This is an optimization exercise on Yosys and OpenROAD, whose aim is small area and a short achievable clock period, not a production implementation.
Where RTL was checked, it was by simulation tests only, not by an equivalence proof against the original.
Only the layout flow was run in run 1; the RTL was not checked for function there.
Power figures rest on the tool's default switching activity, not on a simulated workload.

$ cat config.mk
export PLATFORM = sky130hd
export DESIGN_NAME = scope_top
export DESIGN_NICKNAME = scope_top
export VERILOG_FILES = /design/flow/design.v
export SDC_FILE = /design/flow/constraint.sdc
export NUM_CORES = 4
export LEC_CHECK = 0
export ABC_CLOCK_PERIOD_IN_PS = 2500
export CAP_MARGIN = 20
export CORE_MARGIN = 2
export CORE_UTILIZATION = 65
export CTS_CLUSTER_DIAMETER = 100
export CTS_CLUSTER_SIZE = 25
export SETUP_SLACK_MARGIN = 3.0
export SLEW_MARGIN = 20
export SYNTH_MEMORY_MAX_BITS = 8192
$ cat constraint.sdc
create_clock -name core_clock -period 5.8 [get_ports {clk_AD}]
set_input_delay 1.1600 -clock core_clock [delete_from_list [all_inputs] [get_ports {clk_AD}]]
set_output_delay 1.1600 -clock core_clock [all_outputs]
set_load 0.01 [all_outputs]
$ cat design.v
package scope_pkg;
  typedef logic [7:0] sample_t;   
  typedef logic [9:0] addr_t;
  typedef struct packed {
    logic    en;
    logic    last;   
    addr_t   adr;
    sample_t dat;
  } ram_wr_t;
  typedef struct packed {
    logic  cyc;
    logic  stb;
    addr_t adr;
  } wb_req_t;
  typedef struct packed {
    logic    ack;
    sample_t dat;
  } wb_rsp_t;
  typedef struct packed {
    logic [3:0] hundreds;
    logic [3:0] tens;
    logic [3:0] units;
  } vopp_digits_t;
  localparam sample_t     SEED_LEVEL = 8'd112;   
  localparam int unsigned VOPP_SCALE = 4;
  localparam sample_t     VOPP_SAT   = 8'd250;   
endpackage
`timescale 1ns/1ps
module scope_top (
  input  logic       clk_AD,
  input  logic       reset,
  input  logic [7:0] data_in,
  input  logic       trigger,
  input  logic       wb_cyc,
  input  logic       wb_stb,
  input  logic [9:0] wb_adr,
  output logic       wb_ack,
  output logic [7:0] wb_dat,
  output logic       capturing,
  output logic [3:0] vopp_hundreds,
  output logic [3:0] vopp_tens,
  output logic [3:0] vopp_units
);
  localparam int FRAME_LEN = 640;
  localparam int NB        = FRAME_LEN / 8;
  localparam logic [7:0] SEED_LEVEL = 8'd112;
  logic [9:0] wr_adr;
  logic       trig_ok;
  logic       last_wr;
  logic       cap_n;      
  logic [9:0] wr_adr_n;   
  assign trig_ok = !capturing && trigger && data_in[7];
  assign last_wr = capturing && (wr_adr == 10'(FRAME_LEN - 1));
  always_comb begin
    if (reset) begin
      cap_n = 1'b0;
    end else if (trig_ok) begin
      cap_n = 1'b1;
    end else if (last_wr) begin
      cap_n = 1'b0;
    end else begin
      cap_n = capturing;
    end
    if (trig_ok) begin
      wr_adr_n = '0;
    end else if (capturing) begin
      wr_adr_n = wr_adr + 1'b1;
    end else begin
      wr_adr_n = wr_adr;
    end
  end
  always_ff @(posedge clk_AD) begin
    capturing <= cap_n;
    wr_adr    <= wr_adr_n;
  end
  localparam int NS = 8;   
  logic [2:0]    ph;
  logic [2:0]    ph_n;
  logic [NS-1:0] m;        
  logic [NS-1:1] pv;       
  logic [NS-1:1] pv_n;
  logic [9:0]    pa [NS];  
  logic [7:0]    pd [NS];  
  logic          m0_r;       
  logic          live0_r;    
  logic [NS-1:1] mp_r;       
  logic          pend_r;     
  logic [9:0]    bank_hi_r;  
  logic [7:0]    bank_lo_r;  
  logic [2:0]    st_r;       
  logic          b0p_r;      
  logic [2:0]    b0st_r;     
  logic [NS-1:1] mp_n;
  logic [NS-1:1] z_n;        
  logic [6:0]    bank_n;
  logic [2:0]    st_n;
  logic [2:0]    b0st_n;
  assign pa[0] = wr_adr;
  assign pd[0] = data_in;
  assign ph_n  = ph + 1'b1;
  assign m[0]      = m0_r;
  assign m[NS-1:1] = mp_r;
  always_comb begin
    pv_n[1] = capturing && !reset && !m[0];
    for (int s = 2; s < NS; s++) pv_n[s] = pv[s-1] && !m[s-1];
    for (int s = 1; s < NS; s++) begin
      mp_n[s] = pv_n[s] && (pa[s-1][2:0] == ph_n);
      z_n[s]  = mp_n[s] && (pa[s-1][9:3] == 7'd0);
    end
    bank_n = wr_adr_n[9:3];
    st_n   = 3'd1;
    for (int s = 1; s < NS; s++) begin
      if (mp_n[s]) begin
        bank_n = pa[s-1][9:3];
        st_n   = 3'(s);
      end
    end
    b0st_n = 3'd1;
    for (int s = NS - 1; s >= 1; s--) begin
      if (z_n[s]) b0st_n = 3'(s);
    end
  end
  always_ff @(posedge clk_AD) begin
    ph <= ph_n;
    pv <= pv_n;
    for (int s = 1; s < NS; s++) begin
      pa[s] <= pa[s-1];
      pd[s] <= pd[s-1];
    end
    m0_r    <= cap_n && (wr_adr_n[2:0] == ph_n);
    live0_r <= cap_n && (wr_adr_n[2:0] == ph_n) && (wr_adr_n[9:3] == 7'd0);
    mp_r    <= mp_n;
    pend_r  <= |mp_n;
    for (int i = 0; i < 10; i++) bank_hi_r[i] <= (bank_n[6:3] == 4'(i));
    for (int i = 0; i < 8; i++)  bank_lo_r[i] <= (bank_n[2:0] == 3'(i));
    st_r    <= st_n;
    b0p_r   <= |z_n;
    b0st_r  <= b0st_n;
  end
  logic       ins_en;
  logic [9:0] ins_hi;     
  logic [7:0] ins_dat;
  logic       live0;      
  logic [7:0] b0_dat;     
  assign ins_en = pend_r || m[0];
  assign ins_hi = bank_hi_r & {10{ins_en}};
  assign live0  = live0_r;
  always_comb begin
    ins_dat = pd[0];
    if (pend_r) begin
      for (int s = 1; s < NS; s++) begin
        if (st_r == 3'(s)) ins_dat = pd[s];
      end
    end
    b0_dat = pd[0];
    if (!live0) begin
      for (int s = 1; s < NS; s++) begin
        if (b0st_r == 3'(s)) b0_dat = pd[s];
      end
    end
  end
  logic [7:0] words [8*NB];
  for (genvar b = 0; b < NB; b++) begin : g_bank
    logic [7:0] p [8];
    logic       sel;
    logic [7:0] din;
    if (b == 0) begin : g_live
      assign sel = live0 || b0p_r || (ins_hi[b / 8] && bank_lo_r[b % 8]);
      assign din = (live0 || b0p_r) ? b0_dat : ins_dat;
    end else begin : g_shared
      assign sel = ins_hi[b / 8] && bank_lo_r[b % 8];
      assign din = ins_dat;
    end
    always_ff @(posedge clk_AD) begin
      for (int i = 0; i < 7; i++) p[i] <= p[i+1];
      p[7] <= sel ? din : p[0];
    end
    for (genvar i = 0; i < 8; i++) begin : g_w
      assign words[8*b+i] = p[i];
    end
  end
  logic [7:0] tr [8][128];
  logic [7:0] rd_pl [8];   
  always_comb begin
    for (int i = 0; i < 8; i++) begin
      for (int b = 0; b < 128; b++) tr[i][b] = (b < NB) ? words[8*b+i] : '0;
      for (int l = 0; l < 7; l++) begin
        for (int b = 0; b < (128 >> (l + 1)); b++) begin
          tr[i][b] = wb_adr[3+l] ? tr[i][2*b+1] : tr[i][2*b];
        end
      end
      rd_pl[i] = tr[i][0];
    end
  end
  logic          rd_req;
  logic [NS-1:1] rd_hit;
  assign rd_req = wb_cyc && wb_stb && !wb_ack;
  for (genvar s = 1; s < NS; s++) begin : g_hit
    assign rd_hit[s] = pv[s] && (pa[s] == wb_adr);
  end
  always_ff @(posedge clk_AD) begin
    if (reset) begin
      wb_ack <= 1'b0;
    end else begin
      wb_ack <= rd_req;
    end
  end
  logic [7:0] rd_q [8];
  logic [7:0] rd_hit_d;
  logic [2:0] rd_pos;
  logic       any_hit;
  logic [7:0] hit_dat;
  assign rd_pos  = wb_adr[2:0] - ph;
  assign any_hit = |rd_hit;
  always_comb begin
    hit_dat = pd[NS-1];
    for (int s = NS - 1; s >= 1; s--) begin
      if (rd_hit[s]) hit_dat = pd[s];
    end
  end
  always_ff @(posedge clk_AD) begin
    for (int i = 0; i < 8; i++) begin
      rd_q[i] <= (!any_hit && (rd_pos == 3'(i))) ? rd_pl[i] : '0;
    end
    rd_hit_d <= any_hit ? hit_dat : '0;
  end
  always_comb begin
    wb_dat = rd_hit_d;
    for (int i = 0; i < 8; i++) wb_dat = wb_dat | rd_q[i];
  end
  logic [7:0] max_reg;
  logic [7:0] min_reg;
  logic [7:0] max_nxt;
  logic [7:0] min_nxt;
  logic [7:0] vopp;
  logic [8:0] up;       
  logic [8:0] down;     
  logic       above;    
  logic       below;    
  logic [7:0] span;     
  always_comb begin
    up      = {1'b0, data_in} - {1'b0, min_reg};
    down    = {1'b0, max_reg} - {1'b0, data_in};
    above   = down[8];
    below   = up[8];
    max_nxt = above ? data_in : max_reg;
    min_nxt = below ? data_in : min_reg;
    if (above) begin
      span = up[7:0];
    end else if (below) begin
      span = down[7:0];
    end else begin
      span = max_reg - min_reg;
    end
  end
  always_ff @(posedge clk_AD) begin
    if (reset) begin
      max_reg <= SEED_LEVEL;
      min_reg <= SEED_LEVEL;
      vopp    <= '0;
    end else if (capturing) begin
      if (last_wr) begin
        vopp    <= span;
        max_reg <= SEED_LEVEL;
        min_reg <= SEED_LEVEL;
      end else begin
        max_reg <= max_nxt;
        min_reg <= min_nxt;
      end
    end
  end
  logic [5:0]  refresh_cnt;
  logic        tick;
  logic [11:0] disp;
  assign tick = &refresh_cnt;
  always_ff @(posedge clk_AD) begin
    if (reset) begin
      refresh_cnt <= '0;
    end else begin
      refresh_cnt <= refresh_cnt + 1'b1;
    end
  end
  always_comb begin
    case (vopp)
      8'd0: disp = 12'h000;
      8'd1: disp = 12'h004;
      8'd2: disp = 12'h008;
      8'd3: disp = 12'h012;
      8'd4: disp = 12'h016;
      8'd5: disp = 12'h020;
      8'd6: disp = 12'h024;
      8'd7: disp = 12'h028;
      8'd8: disp = 12'h032;
      8'd9: disp = 12'h036;
      8'd10: disp = 12'h040;
      8'd11: disp = 12'h044;
      8'd12: disp = 12'h048;
      8'd13: disp = 12'h052;
      8'd14: disp = 12'h056;
      8'd15: disp = 12'h060;
      8'd16: disp = 12'h064;
      8'd17: disp = 12'h068;
      8'd18: disp = 12'h072;
      8'd19: disp = 12'h076;
      8'd20: disp = 12'h080;
      8'd21: disp = 12'h084;
      8'd22: disp = 12'h088;
      8'd23: disp = 12'h092;
      8'd24: disp = 12'h096;
      8'd25: disp = 12'h100;
      8'd26: disp = 12'h104;
      8'd27: disp = 12'h108;
      8'd28: disp = 12'h112;
      8'd29: disp = 12'h116;
      8'd30: disp = 12'h120;
      8'd31: disp = 12'h124;
      8'd32: disp = 12'h128;
      8'd33: disp = 12'h132;
      8'd34: disp = 12'h136;
      8'd35: disp = 12'h140;
      8'd36: disp = 12'h144;
      8'd37: disp = 12'h148;
      8'd38: disp = 12'h152;
      8'd39: disp = 12'h156;
      8'd40: disp = 12'h160;
      8'd41: disp = 12'h164;
      8'd42: disp = 12'h168;
      8'd43: disp = 12'h172;
      8'd44: disp = 12'h176;
      8'd45: disp = 12'h180;
      8'd46: disp = 12'h184;
      8'd47: disp = 12'h188;
      8'd48: disp = 12'h192;
      8'd49: disp = 12'h196;
      8'd50: disp = 12'h200;
      8'd51: disp = 12'h204;
      8'd52: disp = 12'h208;
      8'd53: disp = 12'h212;
      8'd54: disp = 12'h216;
      8'd55: disp = 12'h220;
      8'd56: disp = 12'h224;
      8'd57: disp = 12'h228;
      8'd58: disp = 12'h232;
      8'd59: disp = 12'h236;
      8'd60: disp = 12'h240;
      8'd61: disp = 12'h244;
      8'd62: disp = 12'h248;
      8'd63: disp = 12'h252;
      8'd64: disp = 12'h256;
      8'd65: disp = 12'h260;
      8'd66: disp = 12'h264;
      8'd67: disp = 12'h268;
      8'd68: disp = 12'h272;
      8'd69: disp = 12'h276;
      8'd70: disp = 12'h280;
      8'd71: disp = 12'h284;
      8'd72: disp = 12'h288;
      8'd73: disp = 12'h292;
      8'd74: disp = 12'h296;
      8'd75: disp = 12'h300;
      8'd76: disp = 12'h304;
      8'd77: disp = 12'h308;
      8'd78: disp = 12'h312;
      8'd79: disp = 12'h316;
      8'd80: disp = 12'h320;
      8'd81: disp = 12'h324;
      8'd82: disp = 12'h328;
      8'd83: disp = 12'h332;
      8'd84: disp = 12'h336;
      8'd85: disp = 12'h340;
      8'd86: disp = 12'h344;
      8'd87: disp = 12'h348;
      8'd88: disp = 12'h352;
      8'd89: disp = 12'h356;
      8'd90: disp = 12'h360;
      8'd91: disp = 12'h364;
      8'd92: disp = 12'h368;
      8'd93: disp = 12'h372;
      8'd94: disp = 12'h376;
      8'd95: disp = 12'h380;
      8'd96: disp = 12'h384;
      8'd97: disp = 12'h388;
      8'd98: disp = 12'h392;
      8'd99: disp = 12'h396;
      8'd100: disp = 12'h400;
      8'd101: disp = 12'h404;
      8'd102: disp = 12'h408;
      8'd103: disp = 12'h412;
      8'd104: disp = 12'h416;
      8'd105: disp = 12'h420;
      8'd106: disp = 12'h424;
      8'd107: disp = 12'h428;
      8'd108: disp = 12'h432;
      8'd109: disp = 12'h436;
      8'd110: disp = 12'h440;
      8'd111: disp = 12'h444;
      8'd112: disp = 12'h448;
      8'd113: disp = 12'h452;
      8'd114: disp = 12'h456;
      8'd115: disp = 12'h460;
      8'd116: disp = 12'h464;
      8'd117: disp = 12'h468;
      8'd118: disp = 12'h472;
      8'd119: disp = 12'h476;
      8'd120: disp = 12'h480;
      8'd121: disp = 12'h484;
      8'd122: disp = 12'h488;
      8'd123: disp = 12'h492;
      8'd124: disp = 12'h496;
      8'd125: disp = 12'h500;
      8'd126: disp = 12'h504;
      8'd127: disp = 12'h508;
      8'd128: disp = 12'h512;
      8'd129: disp = 12'h516;
      8'd130: disp = 12'h520;
      8'd131: disp = 12'h524;
      8'd132: disp = 12'h528;
      8'd133: disp = 12'h532;
      8'd134: disp = 12'h536;
      8'd135: disp = 12'h540;
      8'd136: disp = 12'h544;
      8'd137: disp = 12'h548;
      8'd138: disp = 12'h552;
      8'd139: disp = 12'h556;
      8'd140: disp = 12'h560;
      8'd141: disp = 12'h564;
      8'd142: disp = 12'h568;
      8'd143: disp = 12'h572;
      8'd144: disp = 12'h576;
      8'd145: disp = 12'h580;
      8'd146: disp = 12'h584;
      8'd147: disp = 12'h588;
      8'd148: disp = 12'h592;
      8'd149: disp = 12'h596;
      8'd150: disp = 12'h600;
      8'd151: disp = 12'h604;
      8'd152: disp = 12'h608;
      8'd153: disp = 12'h612;
      8'd154: disp = 12'h616;
      8'd155: disp = 12'h620;
      8'd156: disp = 12'h624;
      8'd157: disp = 12'h628;
      8'd158: disp = 12'h632;
      8'd159: disp = 12'h636;
      8'd160: disp = 12'h640;
      8'd161: disp = 12'h644;
      8'd162: disp = 12'h648;
      8'd163: disp = 12'h652;
      8'd164: disp = 12'h656;
      8'd165: disp = 12'h660;
      8'd166: disp = 12'h664;
      8'd167: disp = 12'h668;
      8'd168: disp = 12'h672;
      8'd169: disp = 12'h676;
      8'd170: disp = 12'h680;
      8'd171: disp = 12'h684;
      8'd172: disp = 12'h688;
      8'd173: disp = 12'h692;
      8'd174: disp = 12'h696;
      8'd175: disp = 12'h700;
      8'd176: disp = 12'h704;
      8'd177: disp = 12'h708;
      8'd178: disp = 12'h712;
      8'd179: disp = 12'h716;
      8'd180: disp = 12'h720;
      8'd181: disp = 12'h724;
      8'd182: disp = 12'h728;
      8'd183: disp = 12'h732;
      8'd184: disp = 12'h736;
      8'd185: disp = 12'h740;
      8'd186: disp = 12'h744;
      8'd187: disp = 12'h748;
      8'd188: disp = 12'h752;
      8'd189: disp = 12'h756;
      8'd190: disp = 12'h760;
      8'd191: disp = 12'h764;
      8'd192: disp = 12'h768;
      8'd193: disp = 12'h772;
      8'd194: disp = 12'h776;
      8'd195: disp = 12'h780;
      8'd196: disp = 12'h784;
      8'd197: disp = 12'h788;
      8'd198: disp = 12'h792;
      8'd199: disp = 12'h796;
      8'd200: disp = 12'h800;
      8'd201: disp = 12'h804;
      8'd202: disp = 12'h808;
      8'd203: disp = 12'h812;
      8'd204: disp = 12'h816;
      8'd205: disp = 12'h820;
      8'd206: disp = 12'h824;
      8'd207: disp = 12'h828;
      8'd208: disp = 12'h832;
      8'd209: disp = 12'h836;
      8'd210: disp = 12'h840;
      8'd211: disp = 12'h844;
      8'd212: disp = 12'h848;
      8'd213: disp = 12'h852;
      8'd214: disp = 12'h856;
      8'd215: disp = 12'h860;
      8'd216: disp = 12'h864;
      8'd217: disp = 12'h868;
      8'd218: disp = 12'h872;
      8'd219: disp = 12'h876;
      8'd220: disp = 12'h880;
      8'd221: disp = 12'h884;
      8'd222: disp = 12'h888;
      8'd223: disp = 12'h892;
      8'd224: disp = 12'h896;
      8'd225: disp = 12'h900;
      8'd226: disp = 12'h904;
      8'd227: disp = 12'h908;
      8'd228: disp = 12'h912;
      8'd229: disp = 12'h916;
      8'd230: disp = 12'h920;
      8'd231: disp = 12'h924;
      8'd232: disp = 12'h928;
      8'd233: disp = 12'h932;
      8'd234: disp = 12'h936;
      8'd235: disp = 12'h940;
      8'd236: disp = 12'h944;
      8'd237: disp = 12'h948;
      8'd238: disp = 12'h952;
      8'd239: disp = 12'h956;
      8'd240: disp = 12'h960;
      8'd241: disp = 12'h964;
      8'd242: disp = 12'h968;
      8'd243: disp = 12'h972;
      8'd244: disp = 12'h976;
      8'd245: disp = 12'h980;
      8'd246: disp = 12'h984;
      8'd247: disp = 12'h988;
      8'd248: disp = 12'h992;
      8'd249: disp = 12'h996;
      8'd250: disp = 12'h999;
      8'd251: disp = 12'h999;
      8'd252: disp = 12'h999;
      8'd253: disp = 12'h999;
      8'd254: disp = 12'h999;
      8'd255: disp = 12'h999;
      default: disp = 12'h999;
    endcase
  end
  always_ff @(posedge clk_AD) begin
    if (reset) begin
      {vopp_hundreds, vopp_tens, vopp_units} <= '0;
    end else if (tick) begin
      {vopp_hundreds, vopp_tens, vopp_units} <= disp;
    end
  end
endmodule
$ cat run.sh
#!/bin/bash
# synth_recipe.tcl (not shown) runs the flow's synth.tcl, then flattens the netlist and writes it again
# the make line also repeats each setting of config.mk as NAME=value (left out here)
make -C /OpenROAD-flow-scripts/flow DESIGN_CONFIG=/design/flow/config.mk WORK_HOME=/design/flow/orfs CLKGATE_MAP_FILE= SYNTH_SCRIPT=/design/flow/synth_recipe.tcl finish
==> results of run 1 <==
-- layout make-up --
| cell class | count | area [µm²] |
|---|---|---|
| clock inverters | 14 | 266.5 |
| inverters | 60 | 261.5 |
| diodes | 4 | 10.01 |
| well taps | 3348 | 4189 |
| flip-flops and latches | 5416 | 108500 |
| multi-input cells | 4430 | 54630 |
| clock buffers | 236 | 5906 |
| repair buffers | 571 | 8023 |
| fillers | 15940 | 69170 |
-- per-layer routing --
layer / up-vias / global-route usage (%) / share of wire (%)
met1: 45410 / 47.59 / 42
met4: 2 / 10.19 / 3.5
met2: 2929 / 52.91 / 47
met5: - / 0 / 0.0040
li1: 38610 / - / -
met3: 586 / 6.101 / 7.3
-- power groups by stage --
stage                     combinational (mW)  sequential (mW)  clock [mW]
after global routing                    4.16             38.7        19.9
after detailed placement                3.25             39.5           0
after floorplan                         2.35             39.1           0
after global placement                  3.22             39.5           0
final                                   4.00             38.7        18.4
after CTS                               3.78             38.6        18.6
-- logic make-up after synthesis --
logic type / count (synthesis)
compound gates: 1118
xor+xnor: 119
fa+ha+maj: 35
buf+inv: 704
flops: 5416
mux: 1814
simple gates: 1340
-- synth_stat cells, types with 8 or more instances --
master and number:
dfxtp_1 5416, buf_1 61, a21oi_1 97, a221o_1 10, nand2_1 855, buf_4 18, xnor2_1 94, a211o_1 11
nor2b_1 40, a31oi_1 21, nand2b_1 26, or3_1 15, a22o_1 35, o22ai_1 16, ha_1 31, xor2_1 18
o31ai_1 9, o21ai_0 718, inv_1 52, nor3_1 51, mux4_2 1618, buf_6 12, buf_2 157, and3_1 11
o211ai_1 33, o221ai_1 10, nor2_1 159, nand4_1 28, mux2_2 77, a211oi_1 25, nor4_1 28, o21ai_1 49
clkbuf_1 396, nand3_1 69, mux2i_1 119, nor3b_1 8, a221oi_1 15
-- per-stage QoR --
stage | cell area [µm²] | std cells | hold WS, ps
global route | 181800 | 14080 | 321.5
detailed placement | 168600 | 13540 | 330.9
finish | 181800 | 14080 | 317.3
floorplan | 165300 | 10550 | 325.8
CTS | 179900 | 13980 | 306.8
global placement | 168500 | 13540 | 327.2
-- worst max path at each step --
stage / from / to / slack (ps) / cells past startpoint
2_1_floorplan: wb_adr[3] / rd_q[4][7] / 2490 / 10
6_report: rd_q[5][6] / wb_dat[6] / 2680 / 3
3_5_place_dp: wb_adr[1] / rd_q[4][7] / 1040 / 9
3_3_place_gp: wb_adr[1] / rd_q[4][0] / 850 / 6
4_1_cts: rd_q[5][1] / wb_dat[1] / 2640 / 3
5_1_grt: rd_q[5][6] / wb_dat[6] / 2650 / 3
-- timing repair --
item                       in CTS  in global routing
setup endpoints to repair     742                552
resized for setup             606                213
pin swaps                      51                 74
cloned                         61                 17
setup buffers                 123                 82
==> flow_summary.json, run 1 <==
{
  "synth-compound-area-share_pct": 3.912,
  "grt_remaining_overflow": 0,
  "grt_pass1_wl_mm": 622.0,
  "synth_edf_count": 0,
  "fin_nets": 10770,
  "setup_ws_ps": 2683,
  "cts_tree": "built",
  "initial_core_util_pct": 65.26,
  "top_regs": "g_bank.p x5120, pa x70, rd_q x64",
  "drive_above_1_share_pct": 26.40,
  "clockPowerShare_pct": 30.1,
  "antenna_found_initial": 9,
  "cap_violations": 0,
  "crit_type": "reg2out",
  "crit_family": "simple AND/OR/NAND/NOR gates",
  "rr_worst_depth": 10,
  "syn_area_mm2": 0.1638,
  "cts_sinks": 5416,
  "synth_nets": 10600,
  "drcViolationCount": 0,
  "switching_share_pct": 22.75,
  "p_total_mw": 61.04,
  "tns_ps": 0,
  "critPathLaunchType": "flip-flop",
  "worst_pin_slew_ps": 1242,
  "path_cells": "nor4_4 -> nand3_4 -> buf_6",
  "setup_violations": 0,
  "routed_wl_mm": 430.2,
  "p_int_mw": 47.16,
  "synth_top_area_share_pct": 66.21,
  "ant_nets": 0,
  "path_clk_slew_ps": 90,
  "synth_area_leader_cell": "dfxtp_1",
  "synth_seq_area_share_pct": 66.21,
  "num_vias": 87530,
  "yosysUniqueCellTypes": 89,
  "leakagePower_nw": 67.75,
  "die_area_mm2": 0.2560,
  "fin_crit_sh_pct": 53.74,
  "crit_fanout": 1,
  "min_to": "g_bank[30].p[1][0]",
  "clk_latency_ps": 930,
  "synthXorXnorAreaFrac_pct": 0.6961,
  "wl_per_cell_um": 30.56,
  "yosys_warnings": 87,
  "largest_reg_flops": 5120,
  "rsz0062_at_grt": "true",
  "min_path_type": "reg2reg",
  "status": "complete, no violations",
  "required_ps": 4640,
  "die_w_um": 505.9,
  "viasPerCell": 6.217,
  "powerDensity_mw_per_mm2": 335.8,
  "final_common_cell": "dfxtp_1",
  "drt_iter0_drc": 8835,
  "core-area_mm2": 0.2509,
  "max_stage_delay_ps": 360,
  "top_register": "g_bank.p",
  "max_slew_margin_pct": 17.07,
  "avgSynthCellArea_um2": 15.53,
  "syn2layout_area_growth_pct": 11.00,
  "fin_crit_ps": 3117,
  "routabilityCongestion": 0.9249,
  "switching_power_mw": 13.89,
  "cts_inserted_buffers": 234,
  "port_buffers": 44,
  "rrSetupSlack_ps": 2920,
  "rows": 184,
  "r2r-end": "rd_q[7][3]",
  "muxShareOfSynthArea_pct": 23.51,
  "synthSimpleGateAreaFrac_pct": 3.554,
  "power_frac_seq_pct": 63.3,
  "holdPathStages": 0,
  "vdd_drop_max_v": 0.0003403,
  "grt_max_degree": 82,
  "skew_ps": 53.79,
  "ys_ff_latch": 5416,
  "hold_viol": 0,
  "crit_arrival_ps": 1960,
  "slew_violations": 0,
  "max_freq_ghz": 0.3209,
  "die_h_um": 505.9,
  "cts_hold_buf": 0,
  "root_buffer": "clkbuf_16",
  "grt_pass1_vias": 89420,
  "final_cell_mix": "5391 x dfxtp_1, 1618 x mux4_2, 805 x nand2_1, 680 x o21ai_0, 270 x buf_4",
  "synthArstFlopShare_pct": 0,
  "first_pass_iters": 6,
  "synth_area_leaders": "dfxtp_1 66%, mux4_2 22%, o21ai_0 2.2%",
  "slowest_stage": "nor4_4",
  "path_buf_inv": 1,
  "comb_power_share_pct": 6.6,
  "synth_top_family_by_area": "multiplexers",
  "r2r-start": "ph[0]",
  "worstHoldStart": "g_bank[30].p[2][0]",
  "detailed_place_hpwl_mm": 285.2,
  "yosys.area_share.adder_pct": 0.2858,
  "synth_ff_type": "dfxtp_1",
  "utilization_pct": 72.44,
  "syn-instance-count": 10550,
  "worstSetupEndpointType": "primary output",
  "pin_count": 45,
  "clockBufferDepth": 3,
  "dp_slack_ps": 1037,
  "grt_use_total_pct": 33.41,
  "cts-htree-levels": 4
}
==> inputs of run 2 (changes only) <==
--- a/design.v
+++ b/design.v
@@ -98,7 +98,7 @@
   assign pa[0] = wr_adr;
   assign pd[0] = data_in;
   assign ph_n  = ph + 1'b1;
-  assign m[0]      = m0_r;
+  assign m[0]      = m0_r && !reset;
   assign m[NS-1:1] = mp_r;
   always_comb begin
     pv_n[1] = capturing && !reset && !m[0];
@@ -144,7 +144,7 @@
   logic [7:0] b0_dat;     
   assign ins_en = pend_r || m[0];
   assign ins_hi = bank_hi_r & {10{ins_en}};
-  assign live0  = live0_r;
+  assign live0  = live0_r && !reset;
   always_comb begin
     ins_dat = pd[0];
     if (pend_r) begin
--- a/config.mk
+++ b/config.mk
@@ -8,7 +8,7 @@
 export ABC_CLOCK_PERIOD_IN_PS = 2500
 export CAP_MARGIN = 20
 export CORE_MARGIN = 2
-export CORE_UTILIZATION = 65
+export CORE_UTILIZATION = 72
 export CTS_CLUSTER_DIAMETER = 100
 export CTS_CLUSTER_SIZE = 25
 export SETUP_SLACK_MARGIN = 3.0
==> flow_summary.json, run 2 <==
{
  "fillCellCount": 12490,
  "pin_count": 45,
  "r2r-start": "st_r[0]",
  "synth_area_leader_cell": "dfxtp_1",
  "skew_ps": 46.80,
  "tns_ps": 0,
  "wl_per_cell_um": 31.50,
  "clk_latency_ps": 950,
  "detailed_place_hpwl_mm": 276.6,
  "grt_max_degree": 89,
  "power_frac_seq_pct": 63.4,
  "max_freq_ghz": 0.3186,
  "drive_above_1_share_pct": 24.15,
  "avgSynthCellArea_um2": 15.27,
  "syn2layout_area_growth_pct": 9.389,
  "vdd_drop_max_v": 0.0003292,
  "core-area_mm2": 0.2268,
  "critPathLaunchType": "flip-flop",
  "grt_remaining_overflow": 0,
  "synth_seq_area_share_pct": 66.21,
  "fin_crit_ps": 3139,
  "antenna_found_initial": 21,
  "worstSetupEndpointType": "primary output",
  "path_cells": "nor4_4 -> nand3_4 -> buf_6",
  "path_clk_slew_ps": 100,
  "rrSetupSlack_ps": 3010,
  "root_buffer": "clkbuf_16",
  "port_buffers": 44,
  "synth_top_area_share_pct": 66.21,
  "cts_tree": "built",
  "ff_latch_area_mm2": 0.1085,
  "powerDensity_mw_per_mm2": 336.7,
  "grt_use_total_pct": 37.21,
  "dp_slack_ps": 1021,
  "leakagePower_nw": 65.72,
  "cap_violations": 0,
  "initial_core_util_pct": 72.19,
  "drcViolationCount": 0,
  "r2r-end": "g_bank[69].p[7][5]",
  "worst_pin_slew_ps": 1349,
  "min_to": "g_bank[0].p[4][2]",
  "synth_area_leaders": "dfxtp_1 66%, mux4_2 21%, o21ai_0 2.2%",
  "routed_wl_mm": 432.5,
  "synth_ff_type": "dfxtp_1",
  "first_pass_iters": 6,
  "grt_pass1_wl_mm": 625.0,
  "synthArstFlopShare_pct": 0,
  "die_w_um": 480.9,
  "crit_fanout": 1,
  "fin_nets": 10760,
  "max_slew_margin_pct": 9.927,
  "yosysMostFrequentCell": "dfxtp_1",
  "viasPerCell": 6.550,
  "hold_viol": 0,
  "crit_type": "reg2out",
  "slowest_stage": "dfxtp_2",
  "fin_cells": 13730,
  "required_ps": 4640,
  "synth_nets": 10780,
  "die_area_mm2": 0.2313,
  "comb_power_share_pct": 5.8,
  "status": "complete, no violations",
  "clockPowerShare_pct": 30.8,
  "syn_area_mm2": 0.1638,
  "holdPathStages": 0,
  "placed_area_mm2": 0.1673,
  "cts_inserted_buffers": 234,
  "drt_iter0_drc": 9709,
  "max_stage_delay_ps": 340,
  "min_path_type": "reg2reg",
  "top_register": "g_bank.p",
  "rows": 175,
  "yosysUniqueCellTypes": 81,
  "worstHoldStart": "g_bank[0].p[5][2]",
  "synth_common_cells": "5416 x dfxtp_1, 1556 x mux4_2, 855 x nand2_1, 714 x o21ai_0, 339 x clkbuf_1",
  "cts_sinks": 5416,
  "final_cell_mix": "5389 x dfxtp_1, 1556 x mux4_2, 819 x nand2_1, 709 x o21ai_0, 251 x clkbuf_16",
  "finalInstanceArea_mm2": 0.1791,
  "multi_input_area_mm2": 0.05449,
  "setup_ws_ps": 2661,
  "cts-htree-levels": 4,
  "syn-instance-count": 10720,
  "p_int_mw": 46.65,
  "rsz0062_at_grt": "true",
  "top_regs": "g_bank.p x5120, pa x70, rd_q x64",
  "num_vias": 89930,
  "routabilityCongestion": 0.9512,
  "grt_pass1_vias": 91780,
  "dp_cells": 13290,
  "yosys_warnings": 87,
  "largest_reg_flops": 5120,
  "switching_share_pct": 22.66,
  "synth_edf_count": 0,
  "setup_violations": 0,
  "clockBufferDepth": 3,
  "ant_nets": 0,
  "rr_worst_depth": 8,
  "fin_crit_sh_pct": 54.11,
  "ys_ff_latch": 5416,
  "die_h_um": 480.9,
  "final_common_cell": "dfxtp_1",
  "crit_arrival_ps": 1980,
  "slew_violations": 0,
  "switching_power_mw": 13.67
}
[run 2: changes by cell type after synthesis, sizes merged, moves of 51 or more]
cell / delta
nand2b: +62
a22oi: +65
mux4: -62
a31oi: +55
mux2i: +71
mux2: -60
clkbuf: -54
o21ai: -51
buf: +69
nor2b: +61
[run 2: power groups by stage]
stage | Clock [mW] | Combinational [mW] | Sequential [mW]
after floorplan | 0 | 2.24 | 38.9
after global placement | 0 | 2.92 | 39.1
after CTS | 18.6 | 3.33 | 38.2
after detailed placement | 0 | 2.95 | 39.1
final | 18.6 | 3.51 | 38.2
after global routing | 19.9 | 3.66 | 38.3
[run 2: worst max-delay path, delay by kind of cell (launching register included)]
family	cells	cell delay, ps
buffers and inverters	1	180
DFF	1	340
and+or+nand+nor	2	530
[run 2: cell type report]
class | instances | area share [%]
clock buffer | 234 | 3.269
antenna | 8 | 0.01118
sequential | 5416 | 60.55
tap | 3009 | 2.102
clock inverter | 17 | 0.2207
inverter | 50 | 0.1257
timing repair buffer | 397 | 3.300
multi-input combinational | 4598 | 30.42
[run 2: routing by layer]
metal  global-route usage, %  part of all wire [%]
met1                   52.22                    40
met3                   6.866                   8.6
met5                       0                 0.014
met4                   16.01                   4.9
met2                   57.79                    47
[run 2: cell families (layout without fill, tap and decap cells)]
group	count (synthesis)	after routing	synth area share, %
other cells	0	8	0
compound gates	1199	1199	4.184
simple gates	1478	1480	4.043
buf+inv	709	698	1.895
xor+xnor	121	121	0.7067
flops	5416	5416	66.21
mux	1763	1763	22.68
fa+ha+maj	35	35	0.2858
[run 2: stage by stage]
stage	hold slack [ps]	util [%]	total power [mW]
after floorplan	325.9	-	41.13
after global placement	326.5	73.74	41.98
after detailed placement	330.9	73.74	42.03
after CTS	315.9	78.29	60.11
after global routing	328.7	78.96	61.83
final	322.0	78.97	60.32
[run 2: how the worst max path moves through the flow]
stage               slack (ps)  cells after the start        from    endpoint
CTS                       2600                      3  rd_q[5][7]   wb_dat[7]
global route              2640                      3  rd_q[2][7]   wb_dat[7]
finish                    2660                      3  rd_q[2][7]   wb_dat[7]
detailed placement        1020                      8   wb_adr[9]  rd_q[4][5]
floorplan                 2650                     10  data_in[0]     vopp[6]
global placement          1080                      8   wb_adr[9]  rd_q[4][3]
[run 2: repair_timing]
| item | CTS | global route |
|---|---|---|
| pin swaps | 39 | 50 |
| cloned | 51 | 19 |
| setup endpoints to repair | 746 | 410 |
| buffers inserted | 72 | 39 |
| hold buffers | 0 | 0 |
| resized for setup | 503 | 176 |
==> inputs of run 3 (changes only) <==
--- a/config.mk
+++ b/config.mk
@@ -8,9 +8,9 @@
 export ABC_CLOCK_PERIOD_IN_PS = 2500
 export CAP_MARGIN = 20
 export CORE_MARGIN = 2
-export CORE_UTILIZATION = 72
+export CORE_UTILIZATION = 65
 export CTS_CLUSTER_DIAMETER = 100
 export CTS_CLUSTER_SIZE = 25
-export SETUP_SLACK_MARGIN = 3.0
+export SETUP_SLACK_MARGIN = 2.0
 export SLEW_MARGIN = 20
 export SYNTH_MEMORY_MAX_BITS = 8192
==> flow_summary.json, run 3 <==
{
  "root_buffer": "clkbuf_16",
  "crit_fanout": 1,
  "synth_top_area_share_pct": 66.21,
  "ant_nets": 0,
  "crit_end": "wb_dat[4]",
  "worstSetupEndpointType": "primary output",
  "placed_area_mm2": 0.1677,
  "routed_wl_mm": 409.2,
  "crit_arrival_ps": 2600,
  "clockBufferDepth": 3,
  "detailed_place_hpwl_mm": 284.6,
  "hold-worst-slack_ps": 307.5,
  "yosys.area_share.adder_pct": 0.2858,
  "die_h_um": 505.9,
  "powerDensity_mw_per_mm2": 343.2,
  "skew_ps": 57.22,
  "synth_area_leader_cell": "dfxtp_1",
  "slew_violations": 0,
  "muxShareOfSynthArea_pct": 22.68,
  "max_slew_margin_pct": 21.86,
  "synthXorXnorAreaFrac_pct": 0.7067,
  "synth_ff_type": "dfxtp_1",
  "syn-instance-count": 10720,
  "top_register": "g_bank.p",
  "status": "complete, no violations",
  "antenna_found_initial": 33,
  "syn2layout_area_growth_pct": 6.275,
  "p_total_mw": 59.73,
  "cts_tree": "built",
  "num_vias": 86670,
  "fin_crit_sh_pct": 64.76,
  "leakagePower_nw": 63.51,
  "initial_core_util_pct": 65.26,
  "rows": 184,
  "ys_ff_latch": 5416,
  "drive_above_1_share_pct": 19.81,
  "cts_hold_buf": 0,
  "grt_max_degree": 98,
  "final_cell_mix": "5413 x dfxtp_1, 1556 x mux4_2, 853 x nand2_1, 714 x o21ai_0, 236 x clkbuf_16",
  "drt_iter0_drc": 8952,
  "setup_violations": 0,
  "yosysMostFrequentCell": "dfxtp_1",
  "pin_count": 45,
  "drcViolationCount": 0,
  "tns_ps": 0,
  "top_regs": "g_bank.p x5120, pa x70, rd_q x64",
  "finalInstanceArea_mm2": 0.1740,
  "vdd_drop_max_v": 0.0003337,
  "grt_pass1_vias": 88130,
  "yosys_warnings": 87,
  "fillCellCount": 16930,
  "routabilityCongestion": 1.009,
  "cts_sinks": 5416,
  "crit_type": "reg2out",
  "rrSetupSlack_ps": 2220,
  "synthSimpleGateAreaFrac_pct": 4.043,
  "hold_viol": 0,
  "synth_top_family_by_area": "multiplexers",
  "port_buffers": 44,
  "worst_pin_slew_ps": 1169,
  "startpoint": "rd_hit_d[4]",
  "grt_remaining_overflow": 0,
  "synth_nets": 10780,
  "avgSynthCellArea_um2": 15.27,
  "synth-compound-area-share_pct": 4.184,
  "cts-htree-levels": 4,
  "cap_violations": 0,
  "cts_inserted_buffers": 234,
  "r2r-end": "bank_hi_r[5]",
  "die_w_um": 505.9,
  "required_ps": 4640,
  "fin_crit_ps": 3756,
  "synth_edf_count": 0,
  "syn_area_mm2": 0.1638,
  "synth_common_cells": "5416 x dfxtp_1, 1556 x mux4_2, 855 x nand2_1, 714 x o21ai_0, 339 x clkbuf_1",
  "max_freq_ghz": 0.2662,
  "final_common_cell": "dfxtp_1",
  "yosysUniqueCellTypes": 81,
  "path_clk_slew_ps": 100,
  "clk_latency_ps": 930,
  "viasPerCell": 6.230,
  "synthArstFlopShare_pct": 0,
  "die_area_mm2": 0.2560,
  "r2r-start": "ph[0]",
  "grt_pass1_wl_mm": 601.4,
  "wl_per_cell_um": 29.42,
  "utilization_pct": 69.35,
  "fin_nets": 10600,
  "rr_worst_depth": 9,
  "critPathLaunchType": "flip-flop",
  "grt_use_total_pct": 32.02,
  "core-area_mm2": 0.2509,
  "first_pass_iters": 6,
  "synth_seq_area_share_pct": 66.21,
  "largest_reg_flops": 5120,
  "synth_area_leaders": "dfxtp_1 66%, mux4_2 21%, o21ai_0 2.2%",
  "min_path_type": "reg2reg",
  "rsz0062_at_grt": "false"
}
[run 3: kinds of logic after synthesis]
group	after synthesis
buffers and inverters	709
AO/OA/AOI/OAI	1199
AND/OR/NAND/NOR	1478
adder cells (fa/ha/maj)	35
multiplexers	1763
XOR/XNOR	121
flip-flops	5416
[run 3: how the worst min path moves through the flow]
stage / start / to / slack, ps / cells after the start
after floorplan: g_bank[10].p[1][0] / g_bank[10].p[0][0] / 330 / 0
after global placement: g_bank[46].p[5][2] / g_bank[46].p[4][2] / 330 / 0
after detailed placement: g_bank[78].p[5][3] / g_bank[78].p[4][3] / 330 / 0
after CTS: g_bank[43].p[5][0] / g_bank[43].p[4][0] / 300 / 0
after global routing: g_bank[43].p[5][0] / g_bank[43].p[4][0] / 310 / 0
final: g_bank[43].p[5][0] / g_bank[43].p[4][0] / 310 / 0
[run 3: cell type report]
type                    instances  area [µm²]  area share [%]
well taps                    3348        4189           2.407
diodes                         10       25.02         0.01438
inverters                      50       192.7          0.1107
flip-flops and latches       5416      108400           62.30
repair buffers                239        2530           1.454
clock inverters                14       277.8          0.1596
multi-input cells            4596       52480           30.15
clock buffers                 239        5917           3.400
[run 3: metrics by stage]
step | std cells | setup slack (ps)
CTS | 13900 | 2006
detailed placement | 13650 | 1055
floorplan | 10720 | 2365
finish | 13910 | 2044
global route | 13900 | 2000
global placement | 13650 | 1181
[run 3: critical path: stages, from the launching register on]
cell and delay [ps]:
dfxtp_1 450, nor3_1 290, nand3_2 330, clkdlybuf4s50_1 590
[run 3: layer usage]
metal	wire, µm	GRT usage (%)
met1	180300	47.85
met5	38	0
met3	32990	6.929
met2	179800	46.96
met4	16040	10.79
[run 3: repair_timing]
item,in CTS,in global routing
resized for setup,8,13
setup endpoints to repair,21,91
setup buffers,0,1
pin swaps,0,7
gates cloned,0,0
[run 3: report_power, final]
part	leakage, nW	switching, mW	internal (mW)
combinational	16.8	1.90	1.21
sequential	43.7	0.409	37.8
clock	3.03	11.1	7.34
total	63.5	13.4	46.4
==> inputs of run 4 (changes only) <==
--- a/config.mk
+++ b/config.mk
@@ -11,6 +11,6 @@
 export CORE_UTILIZATION = 65
 export CTS_CLUSTER_DIAMETER = 100
 export CTS_CLUSTER_SIZE = 25
-export SETUP_SLACK_MARGIN = 2.0
+export SETUP_SLACK_MARGIN = 2.5
 export SLEW_MARGIN = 20
 export SYNTH_MEMORY_MAX_BITS = 8192
==> flow_summary.json, run 4 <==
{
  "status": "complete, no violations",
  "top_register": "g_bank.p",
  "first_pass_iters": 6,
  "comb_power_share_pct": 5.2,
  "rsz0062_at_grt": "true",
  "antenna_found_initial": 35,
  "ant_nets": 0,
  "fin_nets": 10600,
  "port_buffers": 44,
  "path_buf_inv": 3,
  "crit_family": "simple AND/OR/NAND/NOR gates",
  "cap_violations": 0,
  "vdd_drop_max_v": 0.0003341,
  "viasPerCell": 6.212,
  "synth_seq_area_share_pct": 66.21,
  "synth_common_cells": "5416 x dfxtp_1, 1556 x mux4_2, 855 x nand2_1, 714 x o21ai_0, 339 x clkbuf_1",
  "detailed_place_hpwl_mm": 280.3,
  "synth_nets": 10780,
  "slowest_stage": "nand2_1",
  "p_total_mw": 59.75,
  "grt_max_degree": 112,
  "synth_area_leader_cell": "dfxtp_1",
  "drt_iter0_drc": 9369,
  "rr_worst_depth": 6,
  "skew_ps": 63.83,
  "syn_area_mm2": 0.1638,
  "hold_viol": 0,
  "root_buffer": "clkbuf_16",
  "crit_arrival_ps": 4460,
  "yosysUniqueCellTypes": 81,
  "routabilityCongestion": 1.017,
  "drcViolationCount": 0,
  "num_vias": 86400,
  "worstSetupEndpointType": "flip-flop",
  "p_int_mw": 46.41,
  "yosys_warnings": 87,
  "fillCellCount": 16840,
  "holdPathStages": 0,
  "initial_core_util_pct": 65.26,
  "r2r-end": "g_bank[6].p[7][6]",
  "ys_ff_latch": 5416,
  "clk_latency_ps": 940,
  "setup_violations": 0,
  "rrSetupSlack_ps": 2400,
  "synth_area_leaders": "dfxtp_1 66%, mux4_2 21%, o21ai_0 2.2%",
  "core-area_mm2": 0.2509,
  "grt_pass1_vias": 88070,
  "fin_crit_ps": 3700,
  "max_slew_margin_pct": 18.12,
  "switching_power_mw": 13.34,
  "grt_pass1_wl_mm": 594.8,
  "clockPowerShare_pct": 30.8,
  "min_to": "g_bank[2].p[4][6]",
  "fin_crit_sh_pct": 63.79,
  "synth_ff_type": "dfxtp_1",
  "final_cell_mix": "5408 x dfxtp_1, 1556 x mux4_2, 842 x nand2_1, 712 x o21ai_0, 239 x clkbuf_16",
  "syn-instance-count": 10720,
  "worstHoldStart": "g_bank[2].p[5][6]",
  "crit_type": "in2reg",
  "critPathLaunchType": "input port",
  "yosysMostFrequentCell": "dfxtp_1",
  "path_clk_slew_ps": 100,
  "leakagePower_nw": 63.71,
  "cts_tree": "built",
  "routed_wl_mm": 404.7,
  "max_stage_delay_ps": 950,
  "wl_per_cell_um": 29.10,
  "switching_share_pct": 22.33,
  "r2r-start": "pend_r",
  "tns_ps": 0,
  "syn2layout_area_growth_pct": 6.544,
  "rows": 184,
  "largest_reg_flops": 5120,
  "die_w_um": 505.9,
  "cts_sinks": 5416,
  "grt_remaining_overflow": 0,
  "synthArstFlopShare_pct": 0,
  "crit_fanout": 16,
  "max_freq_ghz": 0.2703,
  "final_common_cell": "dfxtp_1",
  "clockBufferDepth": 3,
  "cts_inserted_buffers": 235,
  "slew_violations": 0,
  "grt_use_total_pct": 31.60,
  "drive_above_1_share_pct": 20.43,
  "top_regs": "g_bank.p x5120, pa x70, rd_q x64",
  "synth_edf_count": 0,
  "power_frac_seq_pct": 64.0,
  "die_h_um": 505.9,
  "cts-htree-levels": 4,
  "avgSynthCellArea_um2": 15.27,
  "required_ps": 6560,
  "path_cells": "clkdlybuf4s50_1 -> inv_1 -> a21oi_1 -> buf_4 -> nor2b_1 -> nand2_1 -> o21ai_0",
  "worst_pin_slew_ps": 1219,
  "synth_top_area_share_pct": 66.21,
  "die_area_mm2": 0.2560,
  "powerDensity_mw_per_mm2": 342.5,
  "pin_count": 45,
  "min_path_type": "reg2reg"
}
run 4: layer usage:
metal / routed length (µm) / vias up / track usage, %
li1: - / 38350 / -
met4: 15030 / 6 / 10.04
met2: 180600 / 2921 / 47.26
met1: 178600 / 44530 / 46.94
met5: 44 / - / 0.05556
met3: 30500 / 593 / 6.406
run 4: through the flow:
step           hold slack [ps]  area (µm²)  setup WS (ps)  instances  utilization (%)
2_1_floorplan            325.9      163800           2504      10720                -
3_3_place_gp             326.2      167500           1133      13630            66.77
3_5_place_dp             330.9      167500          998.1      13630            66.77
4_1_cts                  307.1      174100           2374      13890            69.39
5_1_grt                  321.2      174500           2132      13900            69.52
6_report                 307.5      174500           2100      13910            69.53
run 4: kinds of logic (layout without fill, tap and decap cells):
| family | after synthesis | count (layout) | share of synthesized area, % |
|---|---|---|---|
| DFF | 5416 | 5416 | 66.21 |
| other | 0 | 7 | 0 |
| xor gates and xnor gates | 121 | 121 | 0.7067 |
| AOI/OAI and AO/OA | 1199 | 1199 | 4.184 |
| and+or+nand+nor | 1478 | 1478 | 4.043 |
| muxes | 1763 | 1763 | 22.68 |
| buffers and inverters | 709 | 541 | 1.895 |
| adders and majority gates | 35 | 35 | 0.2858 |
run 4: power groups by stage:
stage                     combinational [mW]  clock [mW]  sequential [mW]
final                                   3.13        18.4             38.2
after global routing                    3.29        20.0             38.3
after CTS                               3.07        18.6             38.2
after detailed placement                3.04           0             39.1
after global placement                  3.03           0             39.0
after floorplan                         2.08           0             38.9
run 4: layout make-up:
type	count	area, µm²	area share (%)
tap	3348	4189	2.401
timing repair buffer	240	2579	1.478
antenna	7	17.52	0.01004
sequential	5416	108400	62.15
multi-input combinational	4596	52820	30.28
clock buffer	237	5931	3.399
clock inverter	14	297.8	0.1707
inverter	50	201.4	0.1155
run 4: worst max path at each step:
stage                    start                 to  slack (ps)  cells after the start
floorplan            wb_adr[4]         rd_q[0][0]        2500                      8
global placement     wb_adr[1]         rd_q[2][7]        1130                      8
detailed placement   wb_adr[1]         rd_q[2][4]        1000                      8
CTS                 rd_q[3][6]          wb_dat[6]        2370                      3
global route             reset  g_bank[5].p[7][6]        2130                      7
finish                   reset  g_bank[6].p[7][6]        2100                      7
run 4: worst reg2reg max path, cell delays in order (launching register included):
cell and delay (ps):
dfxtp_1 320, buf_4 340, a21oi_1 80, buf_4 230
nor2b_1 680, nand2_1 960, o21ai_0 640
run 4: timing repair:
action / 4_1_cts / 5_1_grt
setup buffers: 9 / 5
gates resized for setup: 79 / 64
setup endpoints to repair: 115 / 238
hold buffers: 0 / 0
gates cloned: 1 / 2
pin swaps: 18 / 11
==> inputs of run 5 (changes only) <==
--- a/config.mk
+++ b/config.mk
@@ -11,6 +11,6 @@
 export CORE_UTILIZATION = 65
 export CTS_CLUSTER_DIAMETER = 100
 export CTS_CLUSTER_SIZE = 25
-export SETUP_SLACK_MARGIN = 2.5
+export SETUP_SLACK_MARGIN = 3.5
 export SLEW_MARGIN = 20
 export SYNTH_MEMORY_MAX_BITS = 8192
==> flow_summary.json, run 5 <==
{
  "p_total_mw": 62.60,
  "hold_viol": 0,
  "antenna_found_initial": 11,
  "path_clk_slew_ps": 100,
  "skew_ps": 68.40,
  "top_register": "g_bank.p",
  "max_slew_margin_pct": 19.69,
  "synth_common_cells": "5416 x dfxtp_1, 1556 x mux4_2, 855 x nand2_1, 714 x o21ai_0, 339 x clkbuf_1",
  "first_pass_iters": 6,
  "routed_wl_mm": 460.8,
  "drive_above_1_share_pct": 33.20,
  "vdd_drop_max_v": 0.0003449,
  "clockBufferDepth": 3,
  "crit_family": "flip-flops",
  "die_h_um": 505.9,
  "path_cells": "nor3_4 -> nand3_4 -> buf_6",
  "tns_ps": 0,
  "routabilityCongestion": 0.9271,
  "comb_power_share_pct": 9.0,
  "worstSetupEndpointType": "primary output",
  "slew_violations": 0,
  "final_common_cell": "dfxtp_1",
  "avgSynthCellArea_um2": 15.27,
  "ant_nets": 0,
  "die_w_um": 505.9,
  "synthArstFlopShare_pct": 0,
  "worstHoldStart": "g_bank[39].p[6][3]",
  "clk_latency_ps": 960,
  "grt_max_degree": 100,
  "crit_arrival_ps": 2060,
  "cts-htree-levels": 4,
  "synth_top_area_share_pct": 66.21,
  "clockPowerShare_pct": 29.8,
  "synth_edf_count": 0,
  "rows": 184,
  "grt_use_total_pct": 34.80,
  "setup_violations": 0,
  "leakagePower_nw": 71.31,
  "required_ps": 4640,
  "min_path_type": "reg2reg",
  "cts_inserted_buffers": 235,
  "holdPathStages": 0,
  "crit_type": "reg2out",
  "worst_pin_slew_ps": 1205,
  "dp_cells": 13650,
  "cts_tree": "built",
  "rsz0062_at_grt": "true",
  "synth_area_leaders": "dfxtp_1 66%, mux4_2 21%, o21ai_0 2.2%",
  "root_buffer": "clkbuf_16",
  "r2r-start": "ph[0]",
  "grt_pass1_vias": 93050,
  "drcViolationCount": 0,
  "wl_per_cell_um": 31.80,
  "largest_reg_flops": 5120,
  "status": "complete, no violations",
  "core-area_mm2": 0.2509,
  "fin_nets": 11180,
  "powerDensity_mw_per_mm2": 327.7,
  "slowest_stage": "dfxtp_1",
  "pin_count": 45,
  "synth_area_leader_cell": "dfxtp_1",
  "fin_cells": 14490,
  "max_freq_ghz": 0.3107,
  "fin_crit_sh_pct": 55.49,
  "r2r-end": "bank_hi_r[2]",
  "critPathLaunchType": "flip-flop",
  "grt_remaining_overflow": 0,
  "yosysUniqueCellTypes": 81,
  "initial_core_util_pct": 65.26,
  "final_cell_mix": "5373 x dfxtp_1, 1556 x mux4_2, 725 x nand2_1, 311 x o21ai_2, 285 x buf_4",
  "top_regs": "g_bank.p x5120, pa x70, rd_q x64",
  "ys_ff_latch": 5416,
  "yosysMostFrequentCell": "dfxtp_1",
  "switching_power_mw": 14.76,
  "path_buf_inv": 1,
  "rr_worst_depth": 9,
  "synth_nets": 10780,
  "yosys_warnings": 87,
  "min_to": "g_bank[39].p[5][3]",
  "p_int_mw": 47.84,
  "max_stage_delay_ps": 450,
  "cts_sinks": 5416,
  "syn-instance-count": 10720,
  "synth_seq_area_share_pct": 66.21,
  "syn_area_mm2": 0.1638,
  "hold-worst-slack_ps": 307.2,
  "fin_crit_ps": 3219,
  "viasPerCell": 6.341,
  "die_area_mm2": 0.2560,
  "port_buffers": 44,
  "num_vias": 91890,
  "power_frac_seq_pct": 61.1,
  "crit_fanout": 1,
  "grt_pass1_wl_mm": 646.4,
  "syn2layout_area_growth_pct": 16.65,
  "switching_share_pct": 23.57,
  "cap_violations": 0,
  "rrSetupSlack_ps": 3010,
  "detailed_place_hpwl_mm": 283.6,
  "drt_iter0_drc": 9682,
  "synth_ff_type": "dfxtp_1"
}
==> run 5: how the worst max path moves through the flow <==
stage | from | endpoint | slack, ps | cells after the start
floorplan | data_in[0] | vopp[6] | 2650 | 10
finish | rd_hit_d[5] | wb_dat[5] | 2580 | 3
global route | rd_q[5][1] | wb_dat[1] | 2520 | 3
detailed placement | wb_adr[1] | rd_q[6][6] | 1150 | 8
global placement | wb_adr[1] | rd_q[6][4] | 1260 | 8
CTS | rd_q[5][1] | wb_dat[1] | 2550 | 3
==> run 5: through the flow <==
step | utilization (%) | area (µm²) | setup WS, ps
2_1_floorplan | - | 168000 | 2650
3_3_place_gp | 67.27 | 168800 | 1265
3_5_place_dp | 67.28 | 168800 | 1151
4_1_cts | 73.89 | 185400 | 2547
5_1_grt | 76.12 | 191000 | 2525
6_report | 76.12 | 191000 | 2581
==> run 5: cells by family after synthesis <==
family,after synthesis,synth area share [%]
flops,5416,66.21
mux,1763,22.68
simple gates,1478,4.043
compound gates,1199,4.184
buf+inv,709,1.895
xor+xnor,121,0.7067
fa+ha+maj,35,0.2858
==> run 5: per-layer routing <==
layer  global-route usage, %  part of all wire [%]  vias up
met3                   5.938                   8.2      874
met2                   54.77                    47     3704
met4                   14.54                   5.2        8
met5                       0                 0.013        -
met1                   48.47                    40    47500
li1                        -                     -    39800
==> run 5: power groups by stage <==
stage	Sequential, mW	Combinational [mW]	Clock (mW)
finish	38.3	5.66	18.7
detailed placement	39.1	3.18	0
CTS	38.2	4.67	18.8
floorplan	38.9	2.50	0
global route	38.3	5.79	20.1
global placement	39.1	3.15	0
==> run 5: what timing repair did <==
item,in CTS,in global routing
buffers inserted,308,121
gates cloned,106,49
pin swaps,179,212
setup endpoints to repair,801,633
gates resized for setup,1099,771
hold buffers,0,0
==> run 5: layout make-up <==
type | instances | area [µm²]
sequential | 5416 | 108500
fill | 14880 | 59920
multi-input combinational | 4601 | 59090
timing repair buffer | 816 | 12650
clock buffer | 240 | 5952
tap | 3348 | 4189
clock inverter | 15 | 365.4
inverter | 50 | 251.5
antenna | 4 | 10.01
==> inputs of run 6 (changes only) <==
--- a/config.mk
+++ b/config.mk
@@ -11,6 +11,6 @@
 export CORE_UTILIZATION = 65
 export CTS_CLUSTER_DIAMETER = 100
 export CTS_CLUSTER_SIZE = 25
-export SETUP_SLACK_MARGIN = 3.5
+export SETUP_SLACK_MARGIN = 4.0
 export SLEW_MARGIN = 20
 export SYNTH_MEMORY_MAX_BITS = 8192
==> flow_summary.json, run 6 <==
{
  "viasPerCell": 6.381,
  "crit_fanout": 1,
  "hold_viol": 0,
  "tns_ps": 0,
  "clk_latency_ps": 950,
  "root_buffer": "clkbuf_16",
  "wl_per_cell_um": 32.58,
  "p_int_mw": 48.34,
  "synth_top_area_share_pct": 66.21,
  "die_area_mm2": 0.2560,
  "yosys_warnings": 87,
  "clockPowerShare_pct": 29.5,
  "grt_pass1_wl_mm": 671.4,
  "crit_arrival_ps": 2060,
  "syn-instance-count": 10720,
  "cts_sinks": 5416,
  "fin_nets": 11240,
  "grt_max_degree": 117,
  "synth_ff_type": "dfxtp_1",
  "vdd_drop_max_v": 0.0003721,
  "synth_common_cells": "5416 x dfxtp_1, 1556 x mux4_2, 855 x nand2_1, 714 x o21ai_0, 339 x clkbuf_1",
  "routabilityCongestion": 0.9492,
  "rows": 184,
  "final_common_cell": "dfxtp_1",
  "cap_violations": 0,
  "synth_area_leader_cell": "dfxtp_1",
  "synth_edf_count": 0,
  "top_register": "g_bank.p",
  "clockBufferDepth": 3,
  "yosysUniqueCellTypes": 81,
  "ys_ff_latch": 5416,
  "fin_crit_sh_pct": 55.48,
  "cts_tree": "built",
  "path_clk_slew_ps": 100,
  "synth_area_leaders": "dfxtp_1 66%, mux4_2 21%, o21ai_0 2.2%",
  "ant_nets": 0,
  "largest_reg_flops": 5120,
  "die_w_um": 505.9,
  "die_h_um": 505.9,
  "syn_area_mm2": 0.1638,
  "grt_pass1_vias": 94440,
  "pin_count": 45,
  "port_buffers": 44,
  "antenna_found_initial": 20,
  "detailed_place_hpwl_mm": 284.5,
  "critPathLaunchType": "flip-flop",
  "grt_use_total_pct": 36.53,
  "dp_slack_ps": 954.3,
  "required_ps": 4640,
  "cts_hold_buf": 0,
  "worstSetupEndpointType": "primary output",
  "num_vias": 92860,
  "status": "complete, no violations",
  "skew_ps": 54.51,
  "comb_power_share_pct": 10.0,
  "max_freq_ghz": 0.3108,
  "setup_ws_ps": 2582,
  "fillCellCount": 14200,
  "cts-htree-levels": 4,
  "synthArstFlopShare_pct": 0,
  "syn2layout_area_growth_pct": 18.59,
  "first_pass_iters": 6,
  "cts_inserted_buffers": 236,
  "drive_above_1_share_pct": 36.34,
  "leakagePower_nw": 73.08,
  "min_path_type": "reg2reg",
  "powerDensity_mw_per_mm2": 326.3,
  "final_cell_mix": "5360 x dfxtp_1, 1556 x mux4_2, 723 x nand2_1, 495 x o21ai_2, 257 x clkbuf_16",
  "core-area_mm2": 0.2509,
  "fin_crit_ps": 3218,
  "routed_wl_mm": 474.2,
  "hold-worst-slack_ps": 320.7,
  "rsz0062_at_grt": "true",
  "max_slew_margin_pct": 21.47,
  "top_regs": "g_bank.p x5120, pa x70, rd_q x64",
  "synth_seq_area_share_pct": 66.21,
  "yosysMostFrequentCell": "dfxtp_1",
  "avgSynthCellArea_um2": 15.27,
  "grt_remaining_overflow": 0,
  "synth_nets": 10780,
  "slew_violations": 0,
  "power_frac_seq_pct": 60.4,
  "drcViolationCount": 0,
  "crit_type": "reg2out",
  "setup_violations": 0,
  "switching_power_mw": 15.03,
  "drt_iter0_drc": 9768,
  "initial_core_util_pct": 65.26,
  "switching_share_pct": 23.71,
  "worst_pin_slew_ps": 1178
}
==> run 6: cell type report <==
| type | count | area, µm² | area share [%] |
|---|---|---|---|
| Sequential cell | 5416 | 108500 | 55.88 |
| Multi-Input combinational cell | 4601 | 60310 | 31.06 |
| Timing Repair Buffer | 875 | 14580 | 7.505 |
| Clock buffer | 241 | 5998 | 3.089 |
| Tap cell | 3348 | 4189 | 2.157 |
| Clock inverter | 16 | 311.5 | 0.1604 |
| Inverter | 50 | 267.8 | 0.1379 |
| Timing Repair inverter | 2 | 16.27 | 0.008375 |
| Antenna cell | 5 | 12.51 | 0.006443 |
==> run 6: final timing paths <==
path | slack (ps) | cells after the start | end | from
hold reg to reg | 320 | 0 | g_bank[34].p[2][0] | g_bank[34].p[3][0]
setup reg to reg | 3230 | 9 | bank_hi_r[3] | capturing
hold / removal | 320 | 0 | g_bank[34].p[2][0] | g_bank[34].p[3][0]
setup / recovery | 2580 | 3 | wb_dat[4] | rd_q[5][4]
==> run 6: repair_timing <==
action | CTS | global route
gates resized for setup | 1679 | 643
setup endpoints to repair | 805 | 798
pin swaps | 356 | 217
setup buffers | 357 | 126
cloned | 183 | 20
==> run 6: per-stage QoR <==
step                      utilization, %  cells  power [mW]  instance area, µm²
after floorplan                        -  10720       41.39              168200
after global placement             67.17  13610       42.19              168600
after detailed placement           67.17  13610       42.24              168600
after CTS                          75.62  14400       62.82              189800
after global routing               77.39  14550       64.89              194200
final                              77.39  14550       63.37              194200
==> run 6: critical path, stage by stage (launching register included) <==
cell	delay, ps
dfxtp_2	340
nor4_4	350
nand3_4	230
buf_6	190
==> run 6: cell families (layout without fill, tap and decap cells) <==
family | count (synthesis) | after routing | share of synthesized area (%)
xor+xnor | 121 | 121 | 0.7067
flops | 5416 | 5416 | 66.21
other cells | 0 | 5 | 0
compound gates | 1199 | 1200 | 4.184
fa+ha+maj | 35 | 35 | 0.2858
buf+inv | 709 | 1184 | 1.895
mux | 1763 | 1763 | 22.68
simple gates | 1478 | 1482 | 4.043
==> run 6: layer usage <==
| layer | track usage (%) | vias up | share of wire (%) | routed length (µm) |
|---|---|---|---|---|
| met5 | 0 | - | 0.013 | 64 |
| met4 | 16.99 | 10 | 5.4 | 25670 |
| met3 | 7.117 | 938 | 7.8 | 36800 |
| met2 | 57.22 | 3724 | 47 | 223500 |
| met1 | 49.77 | 48230 | 40 | 188200 |
| li1 | - | 39960 | - | - |
==> run 6: power by group through the flow <==
| stage | Sequential [mW] | Combinational (mW) | Clock, mW |
|---|---|---|---|
| after global placement | 39.1 | 3.10 | 0 |
| after detailed placement | 39.1 | 3.13 | 0 |
| after CTS | 38.3 | 5.81 | 18.7 |
| after floorplan | 38.9 | 2.50 | 0 |
| after global routing | 38.4 | 6.50 | 20.0 |
| final | 38.3 | 6.37 | 18.7 |
==> inputs of run 7 (changes only) <==
--- a/config.mk
+++ b/config.mk
@@ -11,6 +11,6 @@
 export CORE_UTILIZATION = 65
 export CTS_CLUSTER_DIAMETER = 100
 export CTS_CLUSTER_SIZE = 25
-export SETUP_SLACK_MARGIN = 4.0
+export SETUP_SLACK_MARGIN = 3.0
 export SLEW_MARGIN = 20
 export SYNTH_MEMORY_MAX_BITS = 8192
==> flow_summary.json, run 7 <==
{
  "synth_area_leader_cell": "dfxtp_1",
  "avgSynthCellArea_um2": 15.27,
  "top_usage_layer": "met2",
  "path_clk_slew_ps": 90,
  "use_met3_pct": 5.801,
  "max_slew_margin_pct": 13.13,
  "cap_violations": 0,
  "cts_sinks": 5416,
  "grt_use_total_pct": 32.09,
  "cts_tree": "built",
  "cts_hold_buf": 0,
  "grt_max_degree": 127,
  "setup_ws_ps": 2629,
  "grt_use_met1_pct": 45.56,
  "synth_area_leaders": "dfxtp_1 66%, mux4_2 21%, o21ai_0 2.2%",
  "clockBufferDepth": 3,
  "fillCellCount": 16540,
  "final_cell_mix": "5390 x dfxtp_1, 1556 x mux4_2, 814 x nand2_1, 705 x o21ai_0, 246 x clkbuf_16",
  "grt_remaining_overflow": 0,
  "fin_cells": 14000,
  "tns_ps": 0,
  "placed_area_mm2": 0.1680,
  "rsz0062_at_grt": "true",
  "synth_seq_area_share_pct": 66.21,
  "comb_power_share_pct": 5.6,
  "dp_cells": 13650,
  "synth_top_area_share_pct": 66.21,
  "synth_common_cells": "5416 x dfxtp_1, 1556 x mux4_2, 855 x nand2_1, 714 x o21ai_0, 339 x clkbuf_1",
  "synth_ff_type": "dfxtp_1",
  "setup_violations": 0,
  "drt_iter0_drc": 8579,
  "powerDensity_mw_per_mm2": 336.9,
  "viasPerCell": 6.190,
  "port_buffers": 44,
  "synth_nets": 10780,
  "drcViolationCount": 0,
  "max_stage_delay_ps": 340,
  "clockPowerShare_pct": 30.5,
  "rows": 184,
  "core-area_mm2": 0.2509,
  "yosys_warnings": 87,
  "worst_pin_slew_ps": 1301,
  "synthArstFlopShare_pct": 0,
  "first_pass_iters": 6,
  "switching_power_mw": 13.31,
  "clk_latency_ps": 920,
  "min_path_type": "reg2reg",
  "yosysMostFrequentCell": "dfxtp_1",
  "largest_reg_flops": 5120,
  "crit_arrival_ps": 2010,
  "critPathLaunchType": "flip-flop",
  "final_common_cell": "dfxtp_1",
  "fin_nets": 10690,
  "top_register": "g_bank.p",
  "detailed_place_hpwl_mm": 284.2,
  "ys_ff_latch": 5416,
  "path_cells": "nor4_4 -> nand3_4 -> buf_6",
  "num_vias": 86660,
  "leakagePower_nw": 64.97,
  "p_int_mw": 46.49,
  "cts_inserted_buffers": 234,
  "syn_area_mm2": 0.1638,
  "syn-instance-count": 10720,
  "yosysUniqueCellTypes": 81,
  "finalInstanceArea_mm2": 0.1775,
  "grt_pass1_vias": 88590,
  "max_freq_ghz": 0.3154,
  "vdd_drop_max_v": 0.0003665,
  "dp_slack_ps": 917.6,
  "fin_crit_ps": 3171,
  "wl_per_cell_um": 29.40,
  "ant_nets": 0,
  "top_regs": "g_bank.p x5120, pa x70, rd_q x64",
  "initial_core_util_pct": 65.26,
  "pin_count": 45,
  "worstSetupEndpointType": "primary output",
  "crit_type": "reg2out",
  "hold-worst-slack_ps": 313.4,
  "grt_pass1_wl_mm": 601.7,
  "routabilityCongestion": 0.9525,
  "root_buffer": "clkbuf_16",
  "hold_viol": 0,
  "syn2layout_area_growth_pct": 8.381,
  "skew_ps": 40.72,
  "crit_fanout": 1,
  "synth_edf_count": 0,
  "die_h_um": 505.9,
  "power_frac_seq_pct": 63.9,
  "required_ps": 4640,
  "cts-htree-levels": 4,
  "routed_wl_mm": 411.5,
  "fin_crit_sh_pct": 54.67,
  "die_w_um": 505.9,
  "switching_share_pct": 22.26,
  "die_area_mm2": 0.2560,
  "met2_usage_pct": 50.58,
  "antenna_found_initial": 12,
  "slowest_stage": "dfxtp_2",
  "slew_violations": 0,
  "status": "complete, no violations",
  "drive_above_1_share_pct": 22.99
}
-- run 7: final cells by class --
class                           instances  area [µm²]  area share (%)
Sequential cell                      5416      108500           61.12
Antenna cell                            5       12.51        0.007050
Timing Repair Buffer                  334        4531           2.553
Multi-Input combinational cell       4597       53960           30.40
Inverter                               50       219.0          0.1234
Clock inverter                         13       212.7          0.1198
Clock buffer                          236        5884           3.315
Tap cell                             3348        4189           2.360
-- run 7: routing by layer --
metal | part of all wire (%) | wire [µm]
met4 | 4.0 | 16260
met2 | 47 | 192300
met5 | 0.016 | 65
met3 | 7.0 | 28620
met1 | 42 | 174200
-- run 7: critical path: cells and delay by family (launching register included) --
kind	cells	cell delay [ps]
simple gates	2	570
buf+inv	1	190
flops	1	340
-- run 7: stage by stage --
step | utilization, % | power [mW]
2_1_floorplan | - | 41.13
6_report | 70.73 | 59.80
3_5_place_dp | 66.95 | 42.12
4_1_cts | 70.34 | 59.92
5_1_grt | 70.72 | 61.58
3_3_place_gp | 66.93 | 42.06
-- run 7: power groups by stage --
| stage | clock network, mW | logic, mW | registers (mW) |
|---|---|---|---|
| finish | 18.2 | 3.34 | 38.2 |
| global route | 19.8 | 3.51 | 38.3 |
| CTS | 18.4 | 3.25 | 38.2 |
| detailed placement | 0 | 3.03 | 39.1 |
| global placement | 0 | 2.99 | 39.1 |
| floorplan | 0 | 2.24 | 38.9 |
-- run 7: path summary, 6_finish.rpt --
kind,slack (ps),end,from,depth (start not counted)
worst max-delay path,2630,wb_dat[0],rd_q[5][0],3
worst min-delay path,310,g_bank[44].p[3][4],g_bank[44].p[4][4],0
worst max register to register,3090,g_bank[14].p[7][7],st_r[0],7
worst min register to register,310,g_bank[44].p[3][4],g_bank[44].p[4][4],0
-- run 7: timing repair --
action	CTS	global route
gates cloned	27	11
pin swaps	36	25
setup buffers	37	20
resized for setup	342	145
endpoints found under the setup margin	790	304
-- run 7: cell families (layout without fill, tap and decap cells) --
kind of cell,count (synthesis),in the layout,share of synthesized area (%)
muxes,1763,1763,22.68
DFF,5416,5416,66.21
adders and majority gates,35,35,0.2858
AOI/OAI and AO/OA,1199,1199,4.184
buffers and inverters,709,633,1.895
and+or+nand+nor,1478,1479,4.043
xor gates and xnor gates,121,121,0.7067
other,0,5,0
